From an optimization exercise on the open Yosys and OpenROAD flow, aimed at small area, a short achievable clock period and few clock cycles; shortcuts taken in it are not production practice. RTL that was checked went through simulation tests only; none was proved equivalent to the original. Only the layout flow was run in run 3; the RTL was not checked for function there.

==> flow/design.v (outline; a module is shown in full before it is edited, if it fits) <==
// module qpsc_eval: 20 lines
// module qpsc_band_test_dn: 212 lines
// module qpsc_band_test_dp: 210 lines
// module qpsc_fa: 10 lines
// module qpsc_gp: 11 lines
// module qpsc_seq: 89 lines
// module quad_photodiode_stepper_centering: 187 lines
// module qpsc_reg14: 9 lines
module quad_photodiode_stepper_centering (
    input  logic                              aclk,
    input  logic                              aresetn,
    input  logic                              s_tvalid,
    output logic                              s_tready,
    input  logic [qpsc_pkg::IN_DATA_W-1:0]    s_tdata,   
    input  logic                              s_tuser,   
    output logic                              m_tvalid,
    input  logic                              m_tready,
    output logic [qpsc_pkg::OUT_DATA_W-1:0]   m_tdata,   
    input  logic                              cfg_we,
    input  logic [qpsc_pkg::CFG_IDX_W-1:0]    cfg_index,
    input  logic [qpsc_pkg::CFG_W-1:0]        cfg_wdata
);
  // ...
==> flow/run.sh <==
#!/bin/bash
# synth_recipe.tcl (not shown) runs the flow's synth.tcl, then flattens the netlist and writes it again
# the make line also repeats each setting of config.mk as NAME=value (left out here)
make -C /OpenROAD-flow-scripts/flow DESIGN_CONFIG=/design/flow/config.mk WORK_HOME=/design/flow/orfs CLKGATE_MAP_FILE= SYNTH_SCRIPT=/design/flow/synth_recipe.tcl finish
==> flow/config.mk <==
export PLATFORM = sky130hd
export DESIGN_NAME = quad_photodiode_stepper_centering
export DESIGN_NICKNAME = quad_photodiode_stepper_centering
export VERILOG_FILES = /design/flow/design.v
export SDC_FILE = /design/flow/constraint.sdc
export NUM_CORES = 4
export LEC_CHECK = 0
export CAP_MARGIN = 20
export CORE_MARGIN = 2
export CORE_UTILIZATION = 40
export SLEW_MARGIN = 60
export SYNTH_HIERARCHICAL = 1
export SYNTH_MINIMUM_KEEP_SIZE = 0
==> flow/constraint.sdc <==
create_clock -name core_clock -period 12.5 [get_ports {aclk}]
set_input_delay 2.5000 -clock core_clock [delete_from_list [all_inputs] [get_ports {aclk}]]
set_output_delay 2.5000 -clock core_clock [all_outputs]
set_load 0.01 [all_outputs]
==> flow_summary_export.csv, run 1 <==
group,metric,value,unit
run_status,outcome,"complete, no violations",
placement,dp_hpwl,48550,µm
worst_setup_path,cp-start-kind,"input pin",
global_routing,grt_usage,0.1926,
timing,setup_ws,7.716,ns
drt,met3WireLength,3219,µm
die,num_rows,92,
worst_setup_path,worstSetupPathType,"in -> reg",
logic_synthesis,synthCells,2554,
worst_setup_path,path_cells,"clkdlybuf4s50_1 > ha_1 > fa_1 > a21o_1 > a21oi_1 > o21bai_1 > a21o_1 > a311oi_1 > nor2_1 > a211oi_1 > a21oi_1",
finish,multi_input_area_share,0.6071,
timing,hold_viol,0,
drt,wl_per_cell,18.31,µm
finish,area_growth_syn_to_layout,9.017,%
placement,placed_cell_area,26260,µm²
worst_hold_path,hp-class,"reg -> reg",
timing,max_freq,209.0,MHz
logic_synthesis,syn_area,25200,µm²
timing,worst_pin_slew,0.6128,ns
placement,post-place-ws,7.157,ns
timing,timing.setup.tns,0,ns
worst_setup_path,end_kind,"flop",
global_routing,grt_max_degree,45,
drt,drtAntennaViolNets,0,
drt,dr_wl_met2,30290,µm
global_routing,antenna_found_initial,1,
finish,sh_seq_area,0.2486,
finish,clk_share,0.04227,
logic_synthesis,syn_area_per_cell,9.866,µm²
finish,n_all_buffers,105,
timing,maxSlewHeadroom,0.5885,
Testbench counts, summed over its fixed seeds: cycles 32,256.
==> module qpsc_eval, before the edit <==
module qpsc_eval (
    input  logic [13:0]        sum_hi,     
    input  logic [13:0]        sum_lo,
    input  logic signed [14:0] diff,       
    input  logic [7:0]         hi_one,     
    input  logic [7:0]         hi_two,
    input  logic [7:0]         hi_negn,
    input  logic [7:0]         hi_negp,    
    input  logic [7:0]         lo_one,     
    input  logic [7:0]         lo_two,
    input  logic [7:0]         lo_negn,
    input  logic [7:0]         lo_negp,    
    output logic               hi,
    output logic               lo
);
    qpsc_band_test_dn u_hi (.one(hi_one), .two(hi_two), .negn(hi_negn), .negp(hi_negp), .s(sum_hi), .d(diff),
                            .neg(hi));
    qpsc_band_test_dp u_lo (.one(lo_one), .two(lo_two), .negn(lo_negn), .negp(lo_negp), .s(sum_lo), .d(diff),
                            .neg(lo));
endmodule
==> module qpsc_band_test_dn, before the edit <==
module qpsc_band_test_dn (
    input  logic [7:0] one,
    input  logic [7:0] two,
    input  logic [7:0] negn,
    input  logic [7:0] negp,
    input  logic [13:0] s,
    input  logic [14:0] d,
    output logic        neg
);
    logic x0, y0, x1, y1, x2, y2, x3, y3, x4, y4, x5, y5, x6, y6, x7, y7;
    logic x8, y8, x9, y9, x10, y10, x11, y11, x12, y12, x13, y13, x14, y14, x15, y15;
    logic x16, y16, x17, y17, x18, y18, x19, y19, x20, y20, x21, y21, x22, y22, x23, y23;
    logic x24, y24, x25, y25, x26, y26, x27, y27, x28, y28, x29, y29, x30, y30, x31, y31;
    logic x32, y32, x33, y33, x34, y34, x35, y35, x36, y36, x37, y37, x38, y38, x39, y39;
    logic x40, y40, x41, y41, x42, y42, x43, y43, x44, y44, x45, y45, x46, y46, x47, y47;
    logic x48, y48, x49, y49, x50, y50, x51, y51, x52, y52, x53, y53, x54, y54, x55, y55;
    logic x56, y56, x57, y57, x58, y58, x59, y59, x60, y60, x61, y61, x62, y62, x63, y63;
    logic x64, y64, x65, y65, x66, y66, x67, y67, x68, y68, x69, y69, x70, y70, x71, y71;
    logic x72, y72, x73, y73, x74, y74, x75, y75, x76, y76, x77, y77, x78, y78, x79, y79;
    logic x80, y80, x81, y81, x82, y82, x83, y83, x84, y84, x85, y85, x86, y86, x87, y87;
    logic x88, y88, x89, y89, x90, y90, x91, y91, x92, y92, x93, y93, x94, y94, x95, y95;
    logic x96, y96, x97, y97, x98, y98, x99, y99, x100, y100, x101, y101, x102, y102, x103, y103;
    logic x104, y104, x105, y105, x106, y106, x107, y107, x108, y108, x109, y109, x110, y110, x111, y111;
    logic x112, y112, x113, y113, x114, y114, x115, y115, x116, y116, x117, y117, x118, y118, cg0, cp0;
    logic cg1, cp1, cg2, cp2, cg3, cp3, cg4, cp4, cg5, cp5, cg6, cp6, cg7, cp7, cg8, cp8;
    logic cg9, cp9, cg10, cp10, cg11, cp11, cg12, cp12, cg13, cp13, cg14, cp14, cg15, cp15, cg16, cp16;
    logic cg17, cp17, cg18, cp18, cg19, cp19, cg20, cp20, cg21, cp21, cg22, cp22, cg23, cp23, cg24, cp24;
    logic cg25, cp25, cg26, cp26, cg27, cp27, cg28, cp28;
    logic [30:0] ta, tb, tg, tp;
    logic total_msb;
    assign x0 = ~(~(((one[0] & s[10]) | (two[0] & s[9])) ^ negp[0]) ^ ~(((one[1] & s[8]) | (two[1] & s[7])) ^ negp[1]));
    assign y0 = ~(((one[0] & s[10]) | (two[0] & s[9])) ^ negp[0]) | ~(((one[1] & s[8]) | (two[1] & s[7])) ^ negp[1]);
    assign x1 = ~(~(((one[0] & s[11]) | (two[0] & s[10])) ^ negp[0]) ^ ~(((one[1] & s[9]) | (two[1] & s[8])) ^ negp[1]));
    assign y1 = ~(((one[0] & s[11]) | (two[0] & s[10])) ^ negp[0]) | ~(((one[1] & s[9]) | (two[1] & s[8])) ^ negp[1]);
    qpsc_fa f2 (.a(~(((one[0] & s[12]) | (two[0] & s[11])) ^ negp[0])), .b(~(((one[1] & s[10]) | (two[1] & s[9])) ^ negp[1])), .c(~(((one[2] & s[8]) | (two[2] & s[7])) ^ negp[2])), .s(x2), .co(y2));
    assign x3 = ~((((one[3] & s[6]) | (two[3] & s[5])) ^ negn[3]) ^ (((one[4] & s[4]) | (two[4] & s[3])) ^ negn[4]));
    assign y3 = (((one[3] & s[6]) | (two[3] & s[5])) ^ negn[3]) | (((one[4] & s[4]) | (two[4] & s[3])) ^ negn[4]);
    qpsc_fa f4 (.a(~(((one[0] & s[13]) | (two[0] & s[12])) ^ negp[0])), .b(~(((one[1] & s[11]) | (two[1] & s[10])) ^ negp[1])), .c(~(((one[2] & s[9]) | (two[2] & s[8])) ^ negp[2])), .s(x4), .co(y4));
    assign x5 = ~((((one[3] & s[7]) | (two[3] & s[6])) ^ negn[3]) ^ (((one[4] & s[5]) | (two[4] & s[4])) ^ negn[4]));
    assign y5 = (((one[3] & s[7]) | (two[3] & s[6])) ^ negn[3]) | (((one[4] & s[5]) | (two[4] & s[4])) ^ negn[4]);
    qpsc_fa f6 (.a(~(((two[0] & s[13])) ^ negp[0])), .b(~(((one[1] & s[12]) | (two[1] & s[11])) ^ negp[1])), .c(~(((one[2] & s[10]) | (two[2] & s[9])) ^ negp[2])), .s(x6), .co(y6));
    qpsc_fa f7 (.a(~(((one[3] & s[8]) | (two[3] & s[7])) ^ negp[3])), .b((((one[4] & s[6]) | (two[4] & s[5])) ^ negn[4])), .c((((one[5] & s[4]) | (two[5] & s[3])) ^ negn[5])), .s(x7), .co(y7));
    assign x8 = ~((((one[6] & s[2]) | (two[6] & s[1])) ^ negn[6]) ^ (((one[7] & s[0])) ^ negn[7]));
    assign y8 = (((one[6] & s[2]) | (two[6] & s[1])) ^ negn[6]) | (((one[7] & s[0])) ^ negn[7]);
    qpsc_fa f9 (.a(~negn[0]), .b(~(((one[1] & s[13]) | (two[1] & s[12])) ^ negp[1])), .c(~(((one[2] & s[11]) | (two[2] & s[10])) ^ negp[2])), .s(x9), .co(y9));
    qpsc_fa f10 (.a(~(((one[3] & s[9]) | (two[3] & s[8])) ^ negp[3])), .b((((one[4] & s[7]) | (two[4] & s[6])) ^ negn[4])), .c((((one[5] & s[5]) | (two[5] & s[4])) ^ negn[5])), .s(x10), .co(y10));
    qpsc_fa f11 (.a((((one[6] & s[3]) | (two[6] & s[2])) ^ negn[6])), .b((((one[7] & s[1]) | (two[7] & s[0])) ^ negn[7])), .c(d[0]), .s(x11), .co(y11));
    qpsc_fa f12 (.a(~(((two[1] & s[13])) ^ negp[1])), .b(~(((one[2] & s[12]) | (two[2] & s[11])) ^ negp[2])), .c(~(((one[3] & s[10]) | (two[3] & s[9])) ^ negp[3])), .s(x12), .co(y12));
    qpsc_fa f13 (.a(~(((one[4] & s[8]) | (two[4] & s[7])) ^ negp[4])), .b((((one[5] & s[6]) | (two[5] & s[5])) ^ negn[5])), .c((((one[6] & s[4]) | (two[6] & s[3])) ^ negn[6])), .s(x13), .co(y13));
    assign x14 = ~((((one[7] & s[2]) | (two[7] & s[1])) ^ negn[7]) ^ d[1]);
    assign y14 = (((one[7] & s[2]) | (two[7] & s[1])) ^ negn[7]) | d[1];
    qpsc_fa f15 (.a(~negn[1]), .b(~(((one[2] & s[13]) | (two[2] & s[12])) ^ negp[2])), .c(~(((one[3] & s[11]) | (two[3] & s[10])) ^ negp[3])), .s(x15), .co(y15));
    qpsc_fa f16 (.a(~(((one[4] & s[9]) | (two[4] & s[8])) ^ negp[4])), .b((((one[5] & s[7]) | (two[5] & s[6])) ^ negn[5])), .c((((one[6] & s[5]) | (two[6] & s[4])) ^ negn[6])), .s(x16), .co(y16));
    assign x17 = (((one[7] & s[3]) | (two[7] & s[2])) ^ negn[7]) ^ d[2];
    assign y17 = (((one[7] & s[3]) | (two[7] & s[2])) ^ negn[7]) & d[2];
    qpsc_fa f18 (.a(~(((two[2] & s[13])) ^ negp[2])), .b(~(((one[3] & s[12]) | (two[3] & s[11])) ^ negp[3])), .c(~(((one[4] & s[10]) | (two[4] & s[9])) ^ negp[4])), .s(x18), .co(y18));
    qpsc_fa f19 (.a(~(((one[5] & s[8]) | (two[5] & s[7])) ^ negp[5])), .b((((one[6] & s[6]) | (two[6] & s[5])) ^ negn[6])), .c((((one[7] & s[4]) | (two[7] & s[3])) ^ negn[7])), .s(x19), .co(y19));
    assign x20 = ~d[3];
    assign y20 = d[3];
    qpsc_fa f21 (.a(~negn[2]), .b(~(((one[3] & s[13]) | (two[3] & s[12])) ^ negp[3])), .c(~(((one[4] & s[11]) | (two[4] & s[10])) ^ negp[4])), .s(x21), .co(y21));
    qpsc_fa f22 (.a(~(((one[5] & s[9]) | (two[5] & s[8])) ^ negp[5])), .b((((one[6] & s[7]) | (two[6] & s[6])) ^ negn[6])), .c((((one[7] & s[5]) | (two[7] & s[4])) ^ negn[7])), .s(x22), .co(y22));
    qpsc_fa f23 (.a(~(((two[3] & s[13])) ^ negp[3])), .b(~(((one[4] & s[12]) | (two[4] & s[11])) ^ negp[4])), .c(~(((one[5] & s[10]) | (two[5] & s[9])) ^ negp[5])), .s(x23), .co(y23));
    assign x24 = ~(~(((one[6] & s[8]) | (two[6] & s[7])) ^ negp[6]) ^ (((one[7] & s[6]) | (two[7] & s[5])) ^ negn[7]));
    assign y24 = ~(((one[6] & s[8]) | (two[6] & s[7])) ^ negp[6]) | (((one[7] & s[6]) | (two[7] & s[5])) ^ negn[7]);
    qpsc_fa f25 (.a(~negn[3]), .b(~(((one[4] & s[13]) | (two[4] & s[12])) ^ negp[4])), .c(~(((one[5] & s[11]) | (two[5] & s[10])) ^ negp[5])), .s(x25), .co(y25));
    assign x26 = ~(~(((two[4] & s[13])) ^ negp[4]) ^ ~(((one[5] & s[12]) | (two[5] & s[11])) ^ negp[5]));
    assign y26 = ~(((two[4] & s[13])) ^ negp[4]) | ~(((one[5] & s[12]) | (two[5] & s[11])) ^ negp[5]);
    assign x27 = ~((((one[0] & s[6]) | (two[0] & s[5])) ^ negn[0]) ^ (((one[1] & s[4]) | (two[1] & s[3])) ^ negn[1]));
    assign y27 = (((one[0] & s[6]) | (two[0] & s[5])) ^ negn[0]) | (((one[1] & s[4]) | (two[1] & s[3])) ^ negn[1]);
    assign x28 = ~((((one[0] & s[7]) | (two[0] & s[6])) ^ negn[0]) ^ (((one[1] & s[5]) | (two[1] & s[4])) ^ negn[1]));
    assign y28 = (((one[0] & s[7]) | (two[0] & s[6])) ^ negn[0]) | (((one[1] & s[5]) | (two[1] & s[4])) ^ negn[1]);
    qpsc_fa f29 (.a(~(((one[0] & s[8]) | (two[0] & s[7])) ^ negp[0])), .b((((one[1] & s[6]) | (two[1] & s[5])) ^ negn[1])), .c((((one[2] & s[4]) | (two[2] & s[3])) ^ negn[2])), .s(x29), .co(y29));
    assign x30 = ~((((one[3] & s[2]) | (two[3] & s[1])) ^ negn[3]) ^ (((one[4] & s[0])) ^ negn[4]));
    assign y30 = (((one[3] & s[2]) | (two[3] & s[1])) ^ negn[3]) | (((one[4] & s[0])) ^ negn[4]);
    qpsc_fa f31 (.a(~(((one[0] & s[9]) | (two[0] & s[8])) ^ negp[0])), .b((((one[1] & s[7]) | (two[1] & s[6])) ^ negn[1])), .c((((one[2] & s[5]) | (two[2] & s[4])) ^ negn[2])), .s(x31), .co(y31));
    assign x32 = ~((((one[3] & s[3]) | (two[3] & s[2])) ^ negn[3]) ^ (((one[4] & s[1]) | (two[4] & s[0])) ^ negn[4]));
    assign y32 = (((one[3] & s[3]) | (two[3] & s[2])) ^ negn[3]) | (((one[4] & s[1]) | (two[4] & s[0])) ^ negn[4]);
    qpsc_fa f33 (.a(x0), .b((((one[2] & s[6]) | (two[2] & s[5])) ^ negn[2])), .c((((one[3] & s[4]) | (two[3] & s[3])) ^ negn[3])), .s(x33), .co(y33));
    qpsc_fa f34 (.a((((one[4] & s[2]) | (two[4] & s[1])) ^ negn[4])), .b((((one[5] & s[0])) ^ negn[5])), .c(negn[5]), .s(x34), .co(y34));
    qpsc_fa f35 (.a(x1), .b((((one[2] & s[7]) | (two[2] & s[6])) ^ negn[2])), .c((((one[3] & s[5]) | (two[3] & s[4])) ^ negn[3])), .s(x35), .co(y35));
    qpsc_fa f36 (.a((((one[4] & s[3]) | (two[4] & s[2])) ^ negn[4])), .b((((one[5] & s[1]) | (two[5] & s[0])) ^ negn[5])), .c(y0), .s(x36), .co(y36));
    qpsc_fa f37 (.a(x2), .b(x3), .c((((one[5] & s[2]) | (two[5] & s[1])) ^ negn[5])), .s(x37), .co(y37));
    qpsc_fa f38 (.a((((one[6] & s[0])) ^ negn[6])), .b(negn[6]), .c(y1), .s(x38), .co(y38));
    qpsc_fa f39 (.a(x4), .b(x5), .c((((one[5] & s[3]) | (two[5] & s[2])) ^ negn[5])), .s(x39), .co(y39));
    qpsc_fa f40 (.a((((one[6] & s[1]) | (two[6] & s[0])) ^ negn[6])), .b(y2), .c(y3), .s(x40), .co(y40));
    qpsc_fa f41 (.a(x6), .b(x7), .c(x8), .s(x41), .co(y41));
    qpsc_fa f42 (.a(negn[7]), .b(y4), .c(y5), .s(x42), .co(y42));
    qpsc_fa f43 (.a(x9), .b(x10), .c(x11), .s(x43), .co(y43));
    qpsc_fa f44 (.a(y6), .b(y7), .c(y8), .s(x44), .co(y44));
    qpsc_fa f45 (.a(x12), .b(x13), .c(x14), .s(x45), .co(y45));
    qpsc_fa f46 (.a(y9), .b(y10), .c(y11), .s(x46), .co(y46));
    qpsc_fa f47 (.a(x15), .b(x16), .c(x17), .s(x47), .co(y47));
    qpsc_fa f48 (.a(y12), .b(y13), .c(y14), .s(x48), .co(y48));
    qpsc_fa f49 (.a(x18), .b(x19), .c(x20), .s(x49), .co(y49));
    qpsc_fa f50 (.a(y15), .b(y16), .c(y17), .s(x50), .co(y50));
    qpsc_fa f51 (.a(x21), .b(x22), .c(d[4]), .s(x51), .co(y51));
    qpsc_fa f52 (.a(y18), .b(y19), .c(y20), .s(x52), .co(y52));
    qpsc_fa f53 (.a(x23), .b(x24), .c(d[5]), .s(x53), .co(y53));
    assign x54 = y21 ^ y22;
    assign y54 = y21 & y22;
    qpsc_fa f55 (.a(x25), .b(~(((one[6] & s[9]) | (two[6] & s[8])) ^ negp[6])), .c((((one[7] & s[7]) | (two[7] & s[6])) ^ negn[7])), .s(x55), .co(y55));
    qpsc_fa f56 (.a(d[6]), .b(y23), .c(y24), .s(x56), .co(y56));
    qpsc_fa f57 (.a(x26), .b(~(((one[6] & s[10]) | (two[6] & s[9])) ^ negp[6])), .c(~(((one[7] & s[8]) | (two[7] & s[7])) ^ negp[7])), .s(x57), .co(y57));
    assign x58 = d[7] ^ y25;
    assign y58 = d[7] & y25;
    qpsc_fa f59 (.a(~negn[4]), .b(~(((one[5] & s[13]) | (two[5] & s[12])) ^ negp[5])), .c(~(((one[6] & s[11]) | (two[6] & s[10])) ^ negp[6])), .s(x59), .co(y59));
    qpsc_fa f60 (.a(~(((one[7] & s[9]) | (two[7] & s[8])) ^ negp[7])), .b(d[8]), .c(y26), .s(x60), .co(y60));
    qpsc_fa f61 (.a(~(((two[5] & s[13])) ^ negp[5])), .b(~(((one[6] & s[12]) | (two[6] & s[11])) ^ negp[6])), .c(~(((one[7] & s[10]) | (two[7] & s[9])) ^ negp[7])), .s(x61), .co(y61));
    assign x62 = ~d[9];
    assign y62 = d[9];
    qpsc_fa f63 (.a(~negn[5]), .b(~(((one[6] & s[13]) | (two[6] & s[12])) ^ negp[6])), .c(~(((one[7] & s[11]) | (two[7] & s[10])) ^ negp[7])), .s(x63), .co(y63));
    assign x64 = ~(~(((two[6] & s[13])) ^ negp[6]) ^ ~(((one[7] & s[12]) | (two[7] & s[11])) ^ negp[7]));
    assign y64 = ~(((two[6] & s[13])) ^ negp[6]) | ~(((one[7] & s[12]) | (two[7] & s[11])) ^ negp[7]);
    assign x65 = ~((((one[0] & s[4]) | (two[0] & s[3])) ^ negn[0]) ^ (((one[1] & s[2]) | (two[1] & s[1])) ^ negn[1]));
    assign y65 = (((one[0] & s[4]) | (two[0] & s[3])) ^ negn[0]) | (((one[1] & s[2]) | (two[1] & s[1])) ^ negn[1]);
    assign x66 = ~((((one[0] & s[5]) | (two[0] & s[4])) ^ negn[0]) ^ (((one[1] & s[3]) | (two[1] & s[2])) ^ negn[1]));
    assign y66 = (((one[0] & s[5]) | (two[0] & s[4])) ^ negn[0]) | (((one[1] & s[3]) | (two[1] & s[2])) ^ negn[1]);
    qpsc_fa f67 (.a(x27), .b((((one[2] & s[2]) | (two[2] & s[1])) ^ negn[2])), .c((((one[3] & s[0])) ^ negn[3])), .s(x67), .co(y67));
    qpsc_fa f68 (.a(x28), .b((((one[2] & s[3]) | (two[2] & s[2])) ^ negn[2])), .c((((one[3] & s[1]) | (two[3] & s[0])) ^ negn[3])), .s(x68), .co(y68));
    qpsc_fa f69 (.a(x29), .b(x30), .c(negn[4]), .s(x69), .co(y69));
    qpsc_fa f70 (.a(x31), .b(x32), .c(y29), .s(x70), .co(y70));
    qpsc_fa f71 (.a(x33), .b(x34), .c(y31), .s(x71), .co(y71));
    qpsc_fa f72 (.a(x35), .b(x36), .c(y33), .s(x72), .co(y72));
    qpsc_fa f73 (.a(x37), .b(x38), .c(y35), .s(x73), .co(y73));
    qpsc_fa f74 (.a(x39), .b(x40), .c(y37), .s(x74), .co(y74));
    qpsc_fa f75 (.a(x41), .b(x42), .c(y39), .s(x75), .co(y75));
    qpsc_fa f76 (.a(x43), .b(x44), .c(y41), .s(x76), .co(y76));
    qpsc_fa f77 (.a(x45), .b(x46), .c(y43), .s(x77), .co(y77));
    qpsc_fa f78 (.a(x47), .b(x48), .c(y45), .s(x78), .co(y78));
    qpsc_fa f79 (.a(x49), .b(x50), .c(y47), .s(x79), .co(y79));
    qpsc_fa f80 (.a(x51), .b(x52), .c(y49), .s(x80), .co(y80));
    qpsc_fa f81 (.a(x53), .b(x54), .c(y51), .s(x81), .co(y81));
    qpsc_fa f82 (.a(x55), .b(x56), .c(y53), .s(x82), .co(y82));
    qpsc_fa f83 (.a(x57), .b(x58), .c(y55), .s(x83), .co(y83));
    qpsc_fa f84 (.a(x59), .b(x60), .c(y57), .s(x84), .co(y84));
    qpsc_fa f85 (.a(x61), .b(x62), .c(y59), .s(x85), .co(y85));
    qpsc_fa f86 (.a(x63), .b(d[10]), .c(y61), .s(x86), .co(y86));
    qpsc_fa f87 (.a(x64), .b(d[11]), .c(y63), .s(x87), .co(y87));
    qpsc_fa f88 (.a(~negn[6]), .b(~(((one[7] & s[13]) | (two[7] & s[12])) ^ negp[7])), .c(d[12]), .s(x88), .co(y88));
    assign x89 = ~(~(((two[7] & s[13])) ^ negp[7]) ^ d[13]);
    assign y89 = ~(((two[7] & s[13])) ^ negp[7]) | d[13];
    assign x90 = ~(~negn[7] ^ ~d[14]);
    assign y90 = ~negn[7] | ~d[14];
    assign x91 = ~((((one[0] & s[2]) | (two[0] & s[1])) ^ negn[0]) ^ (((one[1] & s[0])) ^ negn[1]));
    assign y91 = (((one[0] & s[2]) | (two[0] & s[1])) ^ negn[0]) | (((one[1] & s[0])) ^ negn[1]);
    assign x92 = ~((((one[0] & s[3]) | (two[0] & s[2])) ^ negn[0]) ^ (((one[1] & s[1]) | (two[1] & s[0])) ^ negn[1]));
    assign y92 = (((one[0] & s[3]) | (two[0] & s[2])) ^ negn[0]) | (((one[1] & s[1]) | (two[1] & s[0])) ^ negn[1]);
    qpsc_fa f93 (.a(x65), .b((((one[2] & s[0])) ^ negn[2])), .c(negn[2]), .s(x93), .co(y93));
    qpsc_fa f94 (.a(x66), .b((((one[2] & s[1]) | (two[2] & s[0])) ^ negn[2])), .c(y65), .s(x94), .co(y94));
    qpsc_fa f95 (.a(x67), .b(negn[3]), .c(y66), .s(x95), .co(y95));
    qpsc_fa f96 (.a(x68), .b(y27), .c(y67), .s(x96), .co(y96));
    qpsc_fa f97 (.a(x69), .b(y28), .c(y68), .s(x97), .co(y97));
    qpsc_fa f98 (.a(x70), .b(y30), .c(y69), .s(x98), .co(y98));
    qpsc_fa f99 (.a(x71), .b(y32), .c(y70), .s(x99), .co(y99));
    qpsc_fa f100 (.a(x72), .b(y34), .c(y71), .s(x100), .co(y100));
    qpsc_fa f101 (.a(x73), .b(y36), .c(y72), .s(x101), .co(y101));
    qpsc_fa f102 (.a(x74), .b(y38), .c(y73), .s(x102), .co(y102));
    qpsc_fa f103 (.a(x75), .b(y40), .c(y74), .s(x103), .co(y103));
    qpsc_fa f104 (.a(x76), .b(y42), .c(y75), .s(x104), .co(y104));
    qpsc_fa f105 (.a(x77), .b(y44), .c(y76), .s(x105), .co(y105));
    qpsc_fa f106 (.a(x78), .b(y46), .c(y77), .s(x106), .co(y106));
    qpsc_fa f107 (.a(x79), .b(y48), .c(y78), .s(x107), .co(y107));
    qpsc_fa f108 (.a(x80), .b(y50), .c(y79), .s(x108), .co(y108));
    qpsc_fa f109 (.a(x81), .b(y52), .c(y80), .s(x109), .co(y109));
    qpsc_fa f110 (.a(x82), .b(y54), .c(y81), .s(x110), .co(y110));
    qpsc_fa f111 (.a(x83), .b(y56), .c(y82), .s(x111), .co(y111));
    qpsc_fa f112 (.a(x84), .b(y58), .c(y83), .s(x112), .co(y112));
    qpsc_fa f113 (.a(x85), .b(y60), .c(y84), .s(x113), .co(y113));
    qpsc_fa f114 (.a(x86), .b(y62), .c(y85), .s(x114), .co(y114));
    assign x115 = x87 ^ y86;
    assign y115 = x87 & y86;
    qpsc_fa f116 (.a(x88), .b(y64), .c(y87), .s(x116), .co(y116));
    assign x117 = x89 ^ y88;
    assign y117 = x89 & y88;
    assign x118 = x90 ^ y89;
    assign y118 = x90 & y89;
    assign ta = {y90, x118, x117, x116, x115, x114, x113, x112, x111, x110, x109, x108, x107, x106, x105, x104, x103, x102, x101, x100, x99, x98, x97, x96, x95, x94, x93, x92, x91, (((one[0] & s[1]) | (two[0] & s[0])) ^ negn[0]), (((one[0] & s[0])) ^ negn[0])};
    assign tb = {y118, y117, y116, y115, y114, y113, y112, y111, y110, y109, y108, y107, y106, y105, y104, y103, y102, y101, y100, y99, y98, y97, y96, y95, y94, y93, y92, y91, negn[1], 1'b1, negn[0]};
    assign tg = ~(ta | tb);
    assign tp = ~(ta & tb);
    qpsc_gp c0 (.gh(tg[1]), .ph(tp[1]), .gl(tg[0]), .pl(tp[0]), .g(cg0), .p(cp0));
    qpsc_gp c1 (.gh(tg[3]), .ph(tp[3]), .gl(tg[2]), .pl(tp[2]), .g(cg1), .p(cp1));
    qpsc_gp c2 (.gh(tg[5]), .ph(tp[5]), .gl(tg[4]), .pl(tp[4]), .g(cg2), .p(cp2));
    qpsc_gp c3 (.gh(tg[7]), .ph(tp[7]), .gl(tg[6]), .pl(tp[6]), .g(cg3), .p(cp3));
    qpsc_gp c4 (.gh(tg[9]), .ph(tp[9]), .gl(tg[8]), .pl(tp[8]), .g(cg4), .p(cp4));
    qpsc_gp c5 (.gh(tg[11]), .ph(tp[11]), .gl(tg[10]), .pl(tp[10]), .g(cg5), .p(cp5));
    qpsc_gp c6 (.gh(tg[13]), .ph(tp[13]), .gl(tg[12]), .pl(tp[12]), .g(cg6), .p(cp6));
    qpsc_gp c7 (.gh(tg[15]), .ph(tp[15]), .gl(tg[14]), .pl(tp[14]), .g(cg7), .p(cp7));
    qpsc_gp c8 (.gh(tg[17]), .ph(tp[17]), .gl(tg[16]), .pl(tp[16]), .g(cg8), .p(cp8));
    qpsc_gp c9 (.gh(tg[19]), .ph(tp[19]), .gl(tg[18]), .pl(tp[18]), .g(cg9), .p(cp9));
    qpsc_gp c10 (.gh(tg[21]), .ph(tp[21]), .gl(tg[20]), .pl(tp[20]), .g(cg10), .p(cp10));
    qpsc_gp c11 (.gh(tg[23]), .ph(tp[23]), .gl(tg[22]), .pl(tp[22]), .g(cg11), .p(cp11));
    qpsc_gp c12 (.gh(tg[25]), .ph(tp[25]), .gl(tg[24]), .pl(tp[24]), .g(cg12), .p(cp12));
    qpsc_gp c13 (.gh(tg[27]), .ph(tp[27]), .gl(tg[26]), .pl(tp[26]), .g(cg13), .p(cp13));
    qpsc_gp c14 (.gh(tg[29]), .ph(tp[29]), .gl(tg[28]), .pl(tp[28]), .g(cg14), .p(cp14));
    qpsc_gp c15 (.gh(cg1), .ph(cp1), .gl(cg0), .pl(cp0), .g(cg15), .p(cp15));
    qpsc_gp c16 (.gh(cg3), .ph(cp3), .gl(cg2), .pl(cp2), .g(cg16), .p(cp16));
    qpsc_gp c17 (.gh(cg5), .ph(cp5), .gl(cg4), .pl(cp4), .g(cg17), .p(cp17));
    qpsc_gp c18 (.gh(cg7), .ph(cp7), .gl(cg6), .pl(cp6), .g(cg18), .p(cp18));
    qpsc_gp c19 (.gh(cg9), .ph(cp9), .gl(cg8), .pl(cp8), .g(cg19), .p(cp19));
    qpsc_gp c20 (.gh(cg11), .ph(cp11), .gl(cg10), .pl(cp10), .g(cg20), .p(cp20));
    qpsc_gp c21 (.gh(cg13), .ph(cp13), .gl(cg12), .pl(cp12), .g(cg21), .p(cp21));
    qpsc_gp c22 (.gh(cg16), .ph(cp16), .gl(cg15), .pl(cp15), .g(cg22), .p(cp22));
    qpsc_gp c23 (.gh(cg18), .ph(cp18), .gl(cg17), .pl(cp17), .g(cg23), .p(cp23));
    qpsc_gp c24 (.gh(cg20), .ph(cp20), .gl(cg19), .pl(cp19), .g(cg24), .p(cp24));
    qpsc_gp c25 (.gh(cg14), .ph(cp14), .gl(cg21), .pl(cp21), .g(cg25), .p(cp25));
    qpsc_gp c26 (.gh(cg23), .ph(cp23), .gl(cg22), .pl(cp22), .g(cg26), .p(cp26));
    qpsc_gp c27 (.gh(cg25), .ph(cp25), .gl(cg24), .pl(cp24), .g(cg27), .p(cp27));
    qpsc_gp c28 (.gh(cg27), .ph(cp27), .gl(cg26), .pl(cp26), .g(cg28), .p(cp28));
    assign total_msb = (ta[30] ^ tb[30]) ^ cg28;
    assign neg = total_msb;
endmodule
==> module quad_photodiode_stepper_centering, before the edit <==
module quad_photodiode_stepper_centering (
    input  logic                              aclk,
    input  logic                              aresetn,
    input  logic                              s_tvalid,
    output logic                              s_tready,
    input  logic [qpsc_pkg::IN_DATA_W-1:0]    s_tdata,   
    input  logic                              s_tuser,   
    output logic                              m_tvalid,
    input  logic                              m_tready,
    output logic [qpsc_pkg::OUT_DATA_W-1:0]   m_tdata,   
    input  logic                              cfg_we,
    input  logic [qpsc_pkg::CFG_IDX_W-1:0]    cfg_index,
    input  logic [qpsc_pkg::CFG_W-1:0]        cfg_wdata
);
    localparam int SB = qpsc_pkg::SAMPLE_BITS;
    function automatic logic booth_one(input logic [16:0] w, input int k);
        booth_one = w[2*k] ^ ((k == 0) ? 1'b0 : w[2*k-1]);
    endfunction
    function automatic logic booth_two(input logic [16:0] w, input int k);
        logic b0;
        b0 = (k == 0) ? 1'b0 : w[2*k-1];
        booth_two = (w[2*k+1] && !w[2*k] && !b0) || (!w[2*k+1] && w[2*k] && b0);
    endfunction
    logic rst_late;
    always_ff @(posedge aclk) begin
        rst_late <= !aresetn;
    end
    logic [qpsc_pkg::STEPS_W-1:0]  init_budget_reg;    
    logic [qpsc_pkg::TGT_W-1:0]    target_reg;
    logic [qpsc_pkg::TOL_W-1:0]    tol_reg;
    logic [qpsc_pkg::MOVES_W-1:0]  max_moves_reg;
    logic [qpsc_pkg::STEPS_W-1:0]  wr_budget;
    always_comb begin
        if (cfg_wdata[qpsc_pkg::STEPS_W-1:0] == '0)
            wr_budget = qpsc_pkg::STEPS_W'(1);
        else if (cfg_wdata[qpsc_pkg::STEPS_W-1:0] > qpsc_pkg::BUDGET_MAX)
            wr_budget = qpsc_pkg::BUDGET_MAX;
        else
            wr_budget = cfg_wdata[qpsc_pkg::STEPS_W-1:0];
    end
    logic wr_en;
    assign wr_en = cfg_we && aresetn;
    always_ff @(posedge aclk) begin
        if (wr_en && (cfg_index == qpsc_pkg::CFG_INITIAL_STEPS))
            init_budget_reg <= wr_budget;
        else if (rst_late)
            init_budget_reg <= qpsc_pkg::INIT_STEPS_RST;
        if (wr_en && (cfg_index == qpsc_pkg::CFG_TARGET))
            target_reg <= cfg_wdata[qpsc_pkg::TGT_W-1:0];
        else if (rst_late)
            target_reg <= qpsc_pkg::TARGET_RST;
        if (wr_en && (cfg_index == qpsc_pkg::CFG_TOLERANCE))
            tol_reg <= cfg_wdata[qpsc_pkg::TOL_W-1:0];
        else if (rst_late)
            tol_reg <= qpsc_pkg::TOL_RST;
        if (wr_en && (cfg_index == qpsc_pkg::CFG_MAX_MOVES))
            max_moves_reg <= cfg_wdata[qpsc_pkg::MOVES_W-1:0];
        else if (rst_late)
            max_moves_reg <= qpsc_pkg::MAX_MOVES_RST;
    end
    logic [16:0] band_hi17, band_lo17;
    logic        hi_over, lo_under;
    logic [7:0]  hi_one, hi_two, hi_negn, hi_negp, lo_one, lo_two, lo_negn, lo_negp;
    assign band_hi17 = {target_reg[15], target_reg} + {2'b00, tol_reg};
    assign band_lo17 = {target_reg[15], target_reg} - {2'b00, tol_reg};
    assign hi_over   = !band_hi17[16] && band_hi17[15];    
    assign lo_under  = band_lo17[16] && !band_lo17[15];    
    always_ff @(posedge aclk) begin
        for (int k = 0; k < 8; k++) begin
            hi_one[k]  <= !hi_over && booth_one(band_hi17, k);
            hi_two[k]  <= hi_over ? (k == 7) : booth_two(band_hi17, k);
            hi_negn[k] <= hi_over || !band_hi17[2*k+1];
            hi_negp[k] <= !hi_over && band_hi17[2*k+1];
            lo_one[k]  <= !lo_under && booth_one(band_lo17, k);
            lo_two[k]  <= lo_under ? (k == 7) : booth_two(band_lo17, k);
            lo_negn[k] <= lo_under || band_lo17[2*k+1];
            lo_negp[k] <= !lo_under && !band_lo17[2*k+1];
        end
    end
    logic                s0_valid;
    logic                s0_start;
    logic [SB:0]         s0_bd, s0_ac;
    logic [SB-1:0]       qa, qb, qc, qd;
    assign {qd, qc, qb, qa} = s_tdata[4*SB-1:0];
    always_ff @(posedge aclk) begin
        s0_start <= s_tuser;
        s0_bd    <= {1'b0, qb} + {1'b0, qd};
        s0_ac    <= {1'b0, qa} + {1'b0, qc};
    end
    logic                s1_valid;
    logic                s1_start;
    logic [13:0]         s1_sum_next, s1_sum_hi, s1_sum_lo;
    logic signed [14:0]  s1_diff;
    always_ff @(posedge aclk) begin
        s1_start <= s0_start;
        s1_diff  <= {2'b00, s0_bd} - {2'b00, s0_ac};
    end
    assign s1_sum_next = {1'b0, s0_bd} + {1'b0, s0_ac};
    qpsc_reg14 u_sum_hi (.aclk(aclk), .d(s1_sum_next), .q(s1_sum_hi));
    qpsc_reg14 u_sum_lo (.aclk(aclk), .d(s1_sum_next), .q(s1_sum_lo));
    logic s2_valid, s2_start, s2_nobeam, s2_hi, s2_lo;
    logic ev_hi, ev_lo;
    qpsc_eval u_eval (
        .sum_hi   (s1_sum_hi),
        .sum_lo   (s1_sum_lo),
        .diff    (s1_diff),
        .hi_one   (hi_one),
        .hi_two   (hi_two),
        .hi_negn  (hi_negn),
        .hi_negp  (hi_negp),
        .lo_one   (lo_one),
        .lo_two   (lo_two),
        .lo_negn  (lo_negn),
        .lo_negp  (lo_negp),
        .hi      (ev_hi),
        .lo      (ev_lo)
    );
    always_ff @(posedge aclk) begin
        s2_start  <= s1_start;
        s2_nobeam <= (s1_sum_lo == '0);
        s2_hi     <= ev_hi;
        s2_lo     <= ev_lo;
    end
    localparam int QN = 4;            
    logic [3:0] q [QN];               
    logic [1:0] q_wptr, q_rptr;
    logic [2:0] q_count;              
    logic [3:0] s2_tok, head;
    logic       head_valid, fire;
    logic       out_valid_reg;
    logic       ready_reg;
    logic       take;
    logic [2:0] flight;               
    assign s2_tok     = {s2_start, s2_nobeam, s2_hi, s2_lo};
    assign head       = (q_count != 3'd0) ? q[q_rptr] : s2_tok;
    assign head_valid = (q_count != 3'd0) || s2_valid;
    assign fire       = head_valid && (!out_valid_reg || m_tready);
    assign s_tready = ready_reg;
    assign take     = s_tvalid && ready_reg;
    always_ff @(posedge aclk) begin
        if (s2_valid)
            q[q_wptr] <= s2_tok;
    end
    always_ff @(posedge aclk) begin
        if (!aresetn) begin
            s0_valid      <= 1'b0;
            s1_valid      <= 1'b0;
            s2_valid      <= 1'b0;
            q_wptr        <= 2'd0;
            q_rptr        <= 2'd0;
            q_count       <= 3'd0;
            flight        <= 3'd0;
            ready_reg     <= 1'b0;
            out_valid_reg <= 1'b0;
        end else begin
            s0_valid      <= take;
            s1_valid      <= s0_valid;
            s2_valid      <= s1_valid;
            q_wptr        <= q_wptr + 2'(s2_valid);
            q_rptr        <= q_rptr + 2'(fire);
            q_count       <= q_count + 3'(s2_valid) - 3'(fire);
            flight        <= flight + 3'(take) - 3'(fire);
            case ({take, fire})
                2'b10:   ready_reg <= (flight <= 3'(QN - 2));
                2'b01:   ready_reg <= 1'b1;
                default: ready_reg <= (flight <= 3'(QN - 1));
            endcase
            out_valid_reg <= fire || (out_valid_reg && !m_tready);
        end
    end
    qpsc_pkg::qpsc_result_t result;
    qpsc_seq u_seq (
        .aclk        (aclk),
        .rst         (rst_late),
        .fire        (fire),
        .start_req   (head[3]),
        .no_beam     (head[2]),
        .hi          (head[1]),
        .lo          (head[0]),
        .init_budget (init_budget_reg),
        .max_moves   (max_moves_reg),
        .result      (result)
    );
    assign m_tvalid = out_valid_reg;
    assign m_tdata  = qpsc_pkg::OUT_DATA_W'({result.status, result.step_budget,
                                             result.turn_reverse, result.coil_pattern});
endmodule
==> run 2: changes to the inputs <==
--- a/flow/design.v
+++ b/flow/design.v
@@ -75,32 +75,32 @@
     input  logic [7:0]         hi_one,     
     input  logic [7:0]         hi_two,
     input  logic [7:0]         hi_negn,
     input  logic [7:0]         hi_negp,    
     input  logic [7:0]         lo_one,     
     input  logic [7:0]         lo_two,
     input  logic [7:0]         lo_negn,
     input  logic [7:0]         lo_negp,    
-    output logic               hi,
-    output logic               lo
+    output logic [7:0]         hi_part,    
+    output logic [7:0]         lo_part     
 );
     qpsc_band_test_dn u_hi (.one(hi_one), .two(hi_two), .negn(hi_negn), .negp(hi_negp), .s(sum_hi), .d(diff),
-                            .neg(hi));
+                            .part(hi_part));
     qpsc_band_test_dp u_lo (.one(lo_one), .two(lo_two), .negn(lo_negn), .negp(lo_negp), .s(sum_lo), .d(diff),
-                            .neg(lo));
+                            .part(lo_part));
 endmodule
 module qpsc_band_test_dn (
     input  logic [7:0] one,
     input  logic [7:0] two,
     input  logic [7:0] negn,
     input  logic [7:0] negp,
     input  logic [13:0] s,
     input  logic [14:0] d,
-    output logic        neg
+    output logic [7:0]  part     
 );
     logic x0, y0, x1, y1, x2, y2, x3, y3, x4, y4, x5, y5, x6, y6, x7, y7;
     logic x8, y8, x9, y9, x10, y10, x11, y11, x12, y12, x13, y13, x14, y14, x15, y15;
     logic x16, y16, x17, y17, x18, y18, x19, y19, x20, y20, x21, y21, x22, y22, x23, y23;
     logic x24, y24, x25, y25, x26, y26, x27, y27, x28, y28, x29, y29, x30, y30, x31, y31;
     logic x32, y32, x33, y33, x34, y34, x35, y35, x36, y36, x37, y37, x38, y38, x39, y39;
     logic x40, y40, x41, y41, x42, y42, x43, y43, x44, y44, x45, y45, x46, y46, x47, y47;
     logic x48, y48, x49, y49, x50, y50, x51, y51, x52, y52, x53, y53, x54, y54, x55, y55;
@@ -110,19 +110,18 @@
     logic x80, y80, x81, y81, x82, y82, x83, y83, x84, y84, x85, y85, x86, y86, x87, y87;
     logic x88, y88, x89, y89, x90, y90, x91, y91, x92, y92, x93, y93, x94, y94, x95, y95;
     logic x96, y96, x97, y97, x98, y98, x99, y99, x100, y100, x101, y101, x102, y102, x103, y103;
     logic x104, y104, x105, y105, x106, y106, x107, y107, x108, y108, x109, y109, x110, y110, x111, y111;
     logic x112, y112, x113, y113, x114, y114, x115, y115, x116, y116, x117, y117, x118, y118, cg0, cp0;
     logic cg1, cp1, cg2, cp2, cg3, cp3, cg4, cp4, cg5, cp5, cg6, cp6, cg7, cp7, cg8, cp8;
     logic cg9, cp9, cg10, cp10, cg11, cp11, cg12, cp12, cg13, cp13, cg14, cp14, cg15, cp15, cg16, cp16;
     logic cg17, cp17, cg18, cp18, cg19, cp19, cg20, cp20, cg21, cp21, cg22, cp22, cg23, cp23, cg24, cp24;
-    logic cg25, cp25, cg26, cp26, cg27, cp27, cg28, cp28;
+    logic cg25, cp25;
     logic [30:0] ta, tb, tg, tp;
-    logic total_msb;
     assign x0 = ~(~(((one[0] & s[10]) | (two[0] & s[9])) ^ negp[0]) ^ ~(((one[1] & s[8]) | (two[1] & s[7])) ^ negp[1]));
     assign y0 = ~(((one[0] & s[10]) | (two[0] & s[9])) ^ negp[0]) | ~(((one[1] & s[8]) | (two[1] & s[7])) ^ negp[1]);
     assign x1 = ~(~(((one[0] & s[11]) | (two[0] & s[10])) ^ negp[0]) ^ ~(((one[1] & s[9]) | (two[1] & s[8])) ^ negp[1]));
     assign y1 = ~(((one[0] & s[11]) | (two[0] & s[10])) ^ negp[0]) | ~(((one[1] & s[9]) | (two[1] & s[8])) ^ negp[1]);
     qpsc_fa f2 (.a(~(((one[0] & s[12]) | (two[0] & s[11])) ^ negp[0])), .b(~(((one[1] & s[10]) | (two[1] & s[9])) ^ negp[1])), .c(~(((one[2] & s[8]) | (two[2] & s[7])) ^ negp[2])), .s(x2), .co(y2));
     assign x3 = ~((((one[3] & s[6]) | (two[3] & s[5])) ^ negn[3]) ^ (((one[4] & s[4]) | (two[4] & s[3])) ^ negn[4]));
     assign y3 = (((one[3] & s[6]) | (two[3] & s[5])) ^ negn[3]) | (((one[4] & s[4]) | (two[4] & s[3])) ^ negn[4]);
     qpsc_fa f4 (.a(~(((one[0] & s[13]) | (two[0] & s[12])) ^ negp[0])), .b(~(((one[1] & s[11]) | (two[1] & s[10])) ^ negp[1])), .c(~(((one[2] & s[9]) | (two[2] & s[8])) ^ negp[2])), .s(x4), .co(y4));
@@ -289,30 +288,26 @@
     qpsc_gp c18 (.gh(cg7), .ph(cp7), .gl(cg6), .pl(cp6), .g(cg18), .p(cp18));
     qpsc_gp c19 (.gh(cg9), .ph(cp9), .gl(cg8), .pl(cp8), .g(cg19), .p(cp19));
     qpsc_gp c20 (.gh(cg11), .ph(cp11), .gl(cg10), .pl(cp10), .g(cg20), .p(cp20));
     qpsc_gp c21 (.gh(cg13), .ph(cp13), .gl(cg12), .pl(cp12), .g(cg21), .p(cp21));
     qpsc_gp c22 (.gh(cg16), .ph(cp16), .gl(cg15), .pl(cp15), .g(cg22), .p(cp22));
     qpsc_gp c23 (.gh(cg18), .ph(cp18), .gl(cg17), .pl(cp17), .g(cg23), .p(cp23));
     qpsc_gp c24 (.gh(cg20), .ph(cp20), .gl(cg19), .pl(cp19), .g(cg24), .p(cp24));
     qpsc_gp c25 (.gh(cg14), .ph(cp14), .gl(cg21), .pl(cp21), .g(cg25), .p(cp25));
-    qpsc_gp c26 (.gh(cg23), .ph(cp23), .gl(cg22), .pl(cp22), .g(cg26), .p(cp26));
-    qpsc_gp c27 (.gh(cg25), .ph(cp25), .gl(cg24), .pl(cp24), .g(cg27), .p(cp27));
-    qpsc_gp c28 (.gh(cg27), .ph(cp27), .gl(cg26), .pl(cp26), .g(cg28), .p(cp28));
-    assign total_msb = (ta[30] ^ tb[30]) ^ cg28;
-    assign neg = total_msb;
+    assign part = {ta[30] ^ tb[30], cg25, cp25, cg24, cp24, cg23, cp23, cg22};
 endmodule
 module qpsc_band_test_dp (
     input  logic [7:0] one,
     input  logic [7:0] two,
     input  logic [7:0] negn,
     input  logic [7:0] negp,
     input  logic [13:0] s,
     input  logic [14:0] d,
-    output logic        neg
+    output logic [7:0]  part     
 );
     logic x0, y0, x1, y1, x2, y2, x3, y3, x4, y4, x5, y5, x6, y6, x7, y7;
     logic x8, y8, x9, y9, x10, y10, x11, y11, x12, y12, x13, y13, x14, y14, x15, y15;
     logic x16, y16, x17, y17, x18, y18, x19, y19, x20, y20, x21, y21, x22, y22, x23, y23;
     logic x24, y24, x25, y25, x26, y26, x27, y27, x28, y28, x29, y29, x30, y30, x31, y31;
     logic x32, y32, x33, y33, x34, y34, x35, y35, x36, y36, x37, y37, x38, y38, x39, y39;
     logic x40, y40, x41, y41, x42, y42, x43, y43, x44, y44, x45, y45, x46, y46, x47, y47;
     logic x48, y48, x49, y49, x50, y50, x51, y51, x52, y52, x53, y53, x54, y54, x55, y55;
@@ -322,19 +317,18 @@
     logic x80, y80, x81, y81, x82, y82, x83, y83, x84, y84, x85, y85, x86, y86, x87, y87;
     logic x88, y88, x89, y89, x90, y90, x91, y91, x92, y92, x93, y93, x94, y94, x95, y95;
     logic x96, y96, x97, y97, x98, y98, x99, y99, x100, y100, x101, y101, x102, y102, x103, y103;
     logic x104, y104, x105, y105, x106, y106, x107, y107, x108, y108, x109, y109, x110, y110, x111, y111;
     logic x112, y112, x113, y113, x114, y114, x115, y115, x116, y116, x117, y117, x118, y118, cg0, cp0;
     logic cg1, cp1, cg2, cp2, cg3, cp3, cg4, cp4, cg5, cp5, cg6, cp6, cg7, cp7, cg8, cp8;
     logic cg9, cp9, cg10, cp10, cg11, cp11, cg12, cp12, cg13, cp13, cg14, cp14, cg15, cp15, cg16, cp16;
     logic cg17, cp17, cg18, cp18, cg19, cp19, cg20, cp20, cg21, cp21, cg22, cp22, cg23, cp23, cg24, cp24;
-    logic cg25, cp25, cg26, cp26, cg27, cp27, cg28, cp28;
+    logic cg25, cp25;
     logic [30:0] ta, tb, tg, tp;
-    logic total_msb;
     assign x0 = ~(~(((one[0] & s[10]) | (two[0] & s[9])) ^ negp[0]) ^ ~(((one[1] & s[8]) | (two[1] & s[7])) ^ negp[1]));
     assign y0 = ~(((one[0] & s[10]) | (two[0] & s[9])) ^ negp[0]) | ~(((one[1] & s[8]) | (two[1] & s[7])) ^ negp[1]);
     assign x1 = ~(~(((one[0] & s[11]) | (two[0] & s[10])) ^ negp[0]) ^ ~(((one[1] & s[9]) | (two[1] & s[8])) ^ negp[1]));
     assign y1 = ~(((one[0] & s[11]) | (two[0] & s[10])) ^ negp[0]) | ~(((one[1] & s[9]) | (two[1] & s[8])) ^ negp[1]);
     qpsc_fa f2 (.a(~(((one[0] & s[12]) | (two[0] & s[11])) ^ negp[0])), .b(~(((one[1] & s[10]) | (two[1] & s[9])) ^ negp[1])), .c(~(((one[2] & s[8]) | (two[2] & s[7])) ^ negp[2])), .s(x2), .co(y2));
     assign x3 = ~((((one[3] & s[6]) | (two[3] & s[5])) ^ negn[3]) ^ (((one[4] & s[4]) | (two[4] & s[3])) ^ negn[4]));
     assign y3 = (((one[3] & s[6]) | (two[3] & s[5])) ^ negn[3]) | (((one[4] & s[4]) | (two[4] & s[3])) ^ negn[4]);
     qpsc_fa f4 (.a(~(((one[0] & s[13]) | (two[0] & s[12])) ^ negp[0])), .b(~(((one[1] & s[11]) | (two[1] & s[10])) ^ negp[1])), .c(~(((one[2] & s[9]) | (two[2] & s[8])) ^ negp[2])), .s(x4), .co(y4));
@@ -499,32 +493,34 @@
     qpsc_gp c18 (.gh(cg7), .ph(cp7), .gl(cg6), .pl(cp6), .g(cg18), .p(cp18));
     qpsc_gp c19 (.gh(cg9), .ph(cp9), .gl(cg8), .pl(cp8), .g(cg19), .p(cp19));
     qpsc_gp c20 (.gh(cg11), .ph(cp11), .gl(cg10), .pl(cp10), .g(cg20), .p(cp20));
     qpsc_gp c21 (.gh(cg13), .ph(cp13), .gl(cg12), .pl(cp12), .g(cg21), .p(cp21));
     qpsc_gp c22 (.gh(cg16), .ph(cp16), .gl(cg15), .pl(cp15), .g(cg22), .p(cp22));
     qpsc_gp c23 (.gh(cg18), .ph(cp18), .gl(cg17), .pl(cp17), .g(cg23), .p(cp23));
     qpsc_gp c24 (.gh(cg20), .ph(cp20), .gl(cg19), .pl(cp19), .g(cg24), .p(cp24));
     qpsc_gp c25 (.gh(cg14), .ph(cp14), .gl(cg21), .pl(cp21), .g(cg25), .p(cp25));
-    qpsc_gp c26 (.gh(cg23), .ph(cp23), .gl(cg22), .pl(cp22), .g(cg26), .p(cp26));
-    qpsc_gp c27 (.gh(cg25), .ph(cp25), .gl(cg24), .pl(cp24), .g(cg27), .p(cp27));
-    qpsc_gp c28 (.gh(cg27), .ph(cp27), .gl(cg26), .pl(cp26), .g(cg28), .p(cp28));
-    assign total_msb = (ta[30] ^ tb[30]) ^ cg28;
-    assign neg = total_msb;
+    assign part = {ta[30] ^ tb[30], cg25, cp25, cg24, cp24, cg23, cp23, cg22};
 endmodule
 module qpsc_fa (
     input  logic a,
     input  logic b,
     input  logic c,
     output logic s,
     output logic co
 );
     assign s  = a ^ b ^ c;
     assign co = (a & b) | (a & c) | (b & c);
 endmodule
+module qpsc_band_fin (
+    input  logic [7:0] part,
+    output logic       neg
+);
+    assign neg = part[7] ^ (part[6] | (part[5] & (part[4] | (part[3] & (part[2] | (part[1] & part[0]))))));
+endmodule
 module qpsc_gp (
     input  logic gh,
     input  logic ph,
     input  logic gl,
     input  logic pl,
     output logic g,
     output logic p
 );
@@ -717,39 +713,41 @@
     logic signed [14:0]  s1_diff;
     always_ff @(posedge aclk) begin
         s1_start <= s0_start;
         s1_diff  <= {2'b00, s0_bd} - {2'b00, s0_ac};
     end
     assign s1_sum_next = {1'b0, s0_bd} + {1'b0, s0_ac};
     qpsc_reg14 u_sum_hi (.aclk(aclk), .d(s1_sum_next), .q(s1_sum_hi));
     qpsc_reg14 u_sum_lo (.aclk(aclk), .d(s1_sum_next), .q(s1_sum_lo));
-    logic s2_valid, s2_start, s2_nobeam, s2_hi, s2_lo;
-    logic ev_hi, ev_lo;
+    logic       s2_valid, s2_start, s2_nobeam, s2_hi, s2_lo;
+    logic [7:0] ev_hi_part, ev_lo_part, s2_hi_part, s2_lo_part;
     qpsc_eval u_eval (
         .sum_hi   (s1_sum_hi),
         .sum_lo   (s1_sum_lo),
-        .diff    (s1_diff),
+        .diff     (s1_diff),
         .hi_one   (hi_one),
         .hi_two   (hi_two),
         .hi_negn  (hi_negn),
         .hi_negp  (hi_negp),
         .lo_one   (lo_one),
         .lo_two   (lo_two),
         .lo_negn  (lo_negn),
         .lo_negp  (lo_negp),
-        .hi      (ev_hi),
-        .lo      (ev_lo)
+        .hi_part  (ev_hi_part),
+        .lo_part  (ev_lo_part)
     );
     always_ff @(posedge aclk) begin
-        s2_start  <= s1_start;
-        s2_nobeam <= (s1_sum_lo == '0);
-        s2_hi     <= ev_hi;
-        s2_lo     <= ev_lo;
+        s2_start   <= s1_start;
+        s2_nobeam  <= (s1_sum_lo == '0);
+        s2_hi_part <= ev_hi_part;
+        s2_lo_part <= ev_lo_part;
     end
+    qpsc_band_fin u_hi_fin (.part(s2_hi_part), .neg(s2_hi));
+    qpsc_band_fin u_lo_fin (.part(s2_lo_part), .neg(s2_lo));
     localparam int QN = 4;            
     logic [3:0] q [QN];               
     logic [1:0] q_wptr, q_rptr;
     logic [2:0] q_count;              
     logic [3:0] s2_tok, head;
     logic       head_valid, fire;
     logic       out_valid_reg;
     logic       ready_reg;
==> flow_summary_export.csv, run 2 <==
group,metric,value,unit
worst_setup_path,cp_max_fo,2,
global_routing,grt_pass1_wl,102400,µm
clock_network,cts_tree,"built",
timing,hold_viol,0,
global_routing,antenna_found_initial,0,
logic_synthesis,syn_area,25530,µm²
clock_network,postCtsSetupBuffers,0,
drt,drc_errors,0,
die,die_x,256.6,µm
timing,maxSlewHeadroom,0.6155,
drt,drtAntennaViolNets,0,
clock_network,cts_htree_levels,2,
die,num_rows,92,
timing,rsz0062_at_grt,"no",
placement,post-place-ws,7.366,ns
worst_setup_path,worstPathRequired,12.98,ns
worst_setup_path,max_stage_delay,0.40,ns
clock_network,cts_made_buffers,36,
drt,drt-initial-drc-count,1438,
drt,via_count,18403,
die,die-area,65850,µm²
finish,drive_above_1_share,0.09813,
drt,dr.pass1.iters,6,
clock_network,ctsResizeCount,0,
clock_network,cts.sinks,297,
logic_synthesis,ys_warn_count,9,
worst_setup_path,end_kind,"flop",
finish,area_growth_syn_to_layout,8.568,%
worst_setup_path,path_common_cell,"a21oi_1",
timing,finalSetupViolations,0,
timing,min_period,4.559,ns
finish,final_cell_mix,"fa_1, xnor2_1, inv_1",
placement,dp_hpwl,48830,µm
run_status,outcome,"complete, no violations",
clock_network,cts_root_buf,"clkbuf_16",
timing,timing.setup.tns,0,ns
worst_setup_path,cp-start-kind,"input pin",
worst_hold_path,hp-class,"reg -> reg",
die,core_area,63080,µm²
global_routing,grt_usage,0.1926,
global_routing,grt_pass1_vias,18710,
timing,worst_pin_slew,0.5678,ns
placement,place.gp.congestion,0.8555,
timing,drv_slew,0,
logic_synthesis,syn_area_per_cell,9.883,µm²
clock_network,max-clock-path-buffers,3,
global_routing,grt_max_degree,45,
die,pin_count,98,
drt,routed_wl,63570,µm
worst_setup_path,cpMaxStageDelayCell,"clkdlybuf4s50_1",
die,start_util,0.4047,
clock_network,clk_latency,0.58,ns
job,cap_violations,0,
timing,max_freq,219.3,MHz
placement,placed_cell_area,26480,µm²
finish,layout_commonest_cell,"fa_1",
drt,vias_per_cell,5.390,
worst_setup_path,crit_arrival,5.04,ns
finish,antenna_cells,0,
die,die_h,256.6,µm
timing,setup_ws,7.941,ns
clock_network,clk_pin_slew,0.06,ns
worst_setup_path,worstSetupPathType,"in -> reg",
clock_network,hold_buffers,0,
global_routing,grt_overflow,0,
finish,nFillCells,6073,
placement,port_buffers,94,
drt,wl_per_cell,18.62,µm
timing,finalCritPeriodShare,0.3647,
finish,layout.nets,2968,
worst_setup_path,path_cells,"clkdlybuf4s50_1 > ha_1 > fa_1 > a21o_1 > a21oi_1 > o21bai_1 > a21oi_1 > o21ai_0 > a21o_1 > a21oi_1 > xnor2_1",
timing,fin_skew,0.02607,ns
logic_synthesis,synthCells,2583,
finish,fin_area,27710,µm²
==> run 2: final timing paths <==
check | endpoint | startpoint | slack [ns] | depth (start not counted)
setup / recovery | s0_ac[10] | s_tdata[0] | 7.94 | 11
hold / removal | s2_start | s1_start | 0.33 | 0
setup reg to reg | s2_hi_part[2] | hi_negn[4] | 8.44 | 11
hold reg to reg | s2_start | s1_start | 0.33 | 0
==> run 2: critical path, delay by kind of cell <==
| kind | cells | cell delay, ns |
|---|---|---|
| AOI/OAI and AO/OA | 7 | 1.35 |
| adders and majority gates | 2 | 0.63 |
| buffers and inverters | 1 | 0.40 |
| xor gates and xnor gates | 1 | 0.15 |
==> run 2: per-layer routing <==
metal	global-route usage	up-vias	share of wire
met3	0.02738	103	0.056
li1	-	8716	-
met1	0.2605	9019	0.45
met2	0.3202	565	0.47
met5	0	-	0
met4	0.05572	0	0.026
==> run 2: final cells by class <==
| cell class | instances | area [µm²] | share of cell area |
|---|---|---|---|
| multi-input cells | 1903 | 16620 | 0.5996 |
| flip-flops and latches | 297 | 7113 | 0.2567 |
| well taps | 846 | 1059 | 0.03819 |
| repair buffers | 101 | 992.2 | 0.03580 |
| clock buffers | 45 | 955.9 | 0.03449 |
| inverters | 201 | 755.7 | 0.02727 |
| clock inverters | 21 | 221.5 | 0.007991 |
==> run 2: metrics by stage <==
stage                     hold WS, ns  instances  utilization
after CTS                      0.3308       3413       0.4384
after global routing           0.3326       3414       0.4393
after detailed placement       0.3178       3347       0.4197
after global placement         0.3128       3346       0.4166
after floorplan                0.3096       2585            -
final                          0.3254       3414       0.4393
Testbench counts of run 2, summed over its fixed seeds: cycles 32,256.
==> run 3: changes to the inputs <==
--- a/flow/design.v
+++ b/flow/design.v
@@ -699,14 +699,19 @@
     end
     logic                s0_valid;
     logic                s0_start;
+    logic [6:0]          s0_bd_lo, s0_bd_hi, s0_ac_lo, s0_ac_hi;    
     logic [SB:0]         s0_bd, s0_ac;
     logic [SB-1:0]       qa, qb, qc, qd;
     assign {qd, qc, qb, qa} = s_tdata[4*SB-1:0];
     always_ff @(posedge aclk) begin
         s0_start <= s_tuser;
-        s0_bd    <= {1'b0, qb} + {1'b0, qd};
-        s0_ac    <= {1'b0, qa} + {1'b0, qc};
+        s0_bd_lo <= {1'b0, qb[5:0]}  + {1'b0, qd[5:0]};
+        s0_bd_hi <= {1'b0, qb[11:6]} + {1'b0, qd[11:6]};
+        s0_ac_lo <= {1'b0, qa[5:0]}  + {1'b0, qc[5:0]};
+        s0_ac_hi <= {1'b0, qa[11:6]} + {1'b0, qc[11:6]};
     end
+    assign s0_bd = {s0_bd_hi, 6'b0} + 13'(s0_bd_lo);
+    assign s0_ac = {s0_ac_hi, 6'b0} + 13'(s0_ac_lo);
     logic                s1_valid;
     logic                s1_start;
     logic [13:0]         s1_sum_next, s1_sum_hi, s1_sum_lo;
@@ -757,6 +762,9 @@
     assign head       = (q_count != 3'd0) ? q[q_rptr] : s2_tok;
     assign head_valid = (q_count != 3'd0) || s2_valid;
     assign fire       = head_valid && (!out_valid_reg || m_tready);
+    logic [2:0] q_count_inc, q_count_dec;
+    assign q_count_inc = q_count + 3'(s2_valid);
+    assign q_count_dec = q_count + 3'(s2_valid) - 3'd1;
     assign s_tready = ready_reg;
     assign take     = s_tvalid && ready_reg;
     always_ff @(posedge aclk) begin
@@ -780,8 +788,12 @@
             s2_valid      <= s1_valid;
             q_wptr        <= q_wptr + 2'(s2_valid);
             q_rptr        <= q_rptr + 2'(fire);
-            q_count       <= q_count + 3'(s2_valid) - 3'(fire);
-            flight        <= flight + 3'(take) - 3'(fire);
+            q_count       <= fire ? q_count_dec : q_count_inc;
+            case ({take, fire})
+                2'b10:   flight <= flight + 3'd1;
+                2'b01:   flight <= flight - 3'd1;
+                default: flight <= flight;
+            endcase
             case ({take, fire})
                 2'b10:   ready_reg <= (flight <= 3'(QN - 2));
                 2'b01:   ready_reg <= 1'b1;
==> flow_summary_export.csv, run 3 <==
group,metric,value,unit
drt,drtAntennaViolNets,0,
worst_setup_path,cp_max_fo,7,
placement,dp_hpwl,46940,µm
finish,layout_commonest_cell,"inv_1",
finish,area_growth_syn_to_layout,8.598,%
worst_setup_path,crit_arrival,1.70,ns
drt,drt-initial-drc-count,1335,
clock_network,cts_htree_levels,2,
global_routing,grt_pass1_wl,99620,µm
worst_setup_path,cp-start-kind,"flop",
clock_network,postCtsSetupBuffers,0,
worst_setup_path,max_stage_delay,0.63,ns
global_routing,grt_pass1_vias,18688,
placement,place.gp.congestion,0.8860,
die,pin_count,98,
clock_network,clk_pin_slew,0.06,ns
finish,final_cells,3449,
run_status,outcome,"complete, no violations",
clock_network,clk_latency,0.55,ns
drt,vias_per_cell,5.329,
worst_setup_path,path_delay_family,"buffers and inverters",
drt,via_count,18381,
clock_network,max-clock-path-buffers,3,
timing,hold_viol,0,
drt,dr.pass1.iters,5,
timing,fin_skew,0.02877,ns
drt,routed_wl,61390,µm
global_routing,grt_max_degree,45,
drt,wl_per_cell,17.80,µm
logic_synthesis,syn_area_per_cell,9.877,µm²
timing,maxSlewHeadroom,0.6336,
worst_setup_path,end_kind,"output pin",
worst_hold_path,hp-class,"reg -> reg",
clock_network,ctsResizeCount,0,
die,die_x,257.8,µm
timing,min_period,4.203,ns
placement,port_buffers,94,
global_routing,grt_overflow,0,
clock_network,cts_made_buffers,36,
global_routing,grt_usage,0.1840,
die,start_util,0.4018,
clock_network,hold_buffers,0,
worst_setup_path,cpMaxStageDelayCell,"clkdlybuf4s50_1",
placement,place_inst,3382,
job,cap_violations,0,
drt,drc_errors,0,
finish,drive_above_1_share,0.09406,
logic_synthesis,syn_area,25760,µm²
worst_setup_path,worstPathRequired,10.00,ns
global_routing,antenna_found_initial,2,
finish,layout.nets,2996,
die,core_area,64120,µm²
finish,antenna_cells,0,
timing,rsz0062_at_grt,"no",
die,die_h,257.8,µm
clock_network,cts_root_buf,"clkbuf_16",
finish,final_cell_mix,"inv_1, xnor2_1, fa_1",
timing,drv_slew,0,
worst_setup_path,path_cells,"clkdlybuf4s50_1",
timing,finalSetupViolations,0,
logic_synthesis,synthCells,2608,
die,die-area,66440,µm²
logic_synthesis,ys_warn_count,9,
timing,max_freq,237.9,MHz
timing,finalCritPeriodShare,0.3362,
clock_network,cts_tree,"built",
worst_setup_path,worstSetupPathType,"reg -> out",
timing,worst_pin_slew,0.5457,ns
finish,nFillCells,6057,
clock_network,cts.sinks,299,
die,num_rows,93,
timing,timing.setup.tns,0,ns
worst_setup_path,crit_buf_inv,1,
## run 3: changes by cell type in the layout (fill, tap and decap cells not counted), sizes merged, moves of 5 or more
cell,change
nor4,+5
nor2,-15
o21bai,+7
a21oi,+9
or4,-5
nand3,+6
inv,+26
o21ai,-11
clkinv,-5
xor2,-6
and3,+5
xnor2,+14
## run 3: metal layers
metal | wire length, µm | track usage | vias up
met4 | 1568 | 0.05411 | 2
li1 | - | - | 8787
met2 | 28920 | 0.3030 | 437
met5 | 11 | 0 | -
met3 | 3152 | 0.03072 | 102
met1 | 27740 | 0.2487 | 9053
## run 3: final cells by class
cell class,instances,area (µm²),share of cell area
Multi-Input combinational cell,1903,16660,0.5957
Clock inverter,23,211.5,0.007559
Clock buffer,43,1022,0.03654
Inverter,222,834.6,0.02983
Sequential cell,299,7153,0.2557
Tap cell,855,1070,0.03824
Timing Repair Buffer,104,1020,0.03645
## run 3: worst paths after layout
check	start	end	slack, ns	cells after the start
setup reg to reg	hi_negn[3]	s2_hi_part[4]	8.47	9
hold reg to reg	s0_start	s1_start	0.34	0
setup / recovery	u_seq.budget_reg[5]	m_tdata[10]	8.30	1
hold / removal	s0_start	s1_start	0.34	0
## run 3: stage by stage
| step | utilization | setup WS (ns) | hold slack [ns] | cell area (µm²) |
|---|---|---|---|---|
| final | 0.4363 | 8.297 | 0.3356 | 27970 |
| after global routing | 0.4363 | 8.257 | 0.3466 | 27970 |
| after CTS | 0.4351 | 8.279 | 0.3393 | 27900 |
| after detailed placement | 0.4159 | 7.778 | 0.3197 | 26660 |
| after global placement | 0.4138 | 7.489 | 0.3179 | 26530 |
| after floorplan | - | 7.973 | 0.3096 | 25770 |

## port drivers added, routing unchanged
How much do the figures lean on ideal ports? The routed layouts below were timed once more, with nothing changed but the port constraints. Step 1, drivers: a clkbuf_16 drives aclk and a buf_2 each remaining input, both assumed. Step 2 also shifts input and output timing later by t, the mid clock arrival at the registers, as if the neighbouring blocks saw the same clock. a / b / c = ideal / step 1 / step 2; a / b = the first two.
run	t (ns)	slack for setup (ns)	worst hold slack (ns)	worst register clock-pin slew, ns	pins driven straight from the clock port
run 1	0.600	7.716 / 7.751 / 7.151	0.332 / 0.332 / 0.332	0.06 / 0.06	1
run 2	0.622	7.941 / 7.972 / 7.350	0.325 / 0.325 / 0.325	0.08 / 0.08	1
run 3	0.600	8.297 / 8.235 / 7.809	0.336 / 0.336 / 0.336	0.07 / 0.07	1
After both steps setup and hold are still met in every run listed. The setup slack of run 2, which loses most, moves by +0.031 ns with the drivers and by -0.591 ns with both steps.
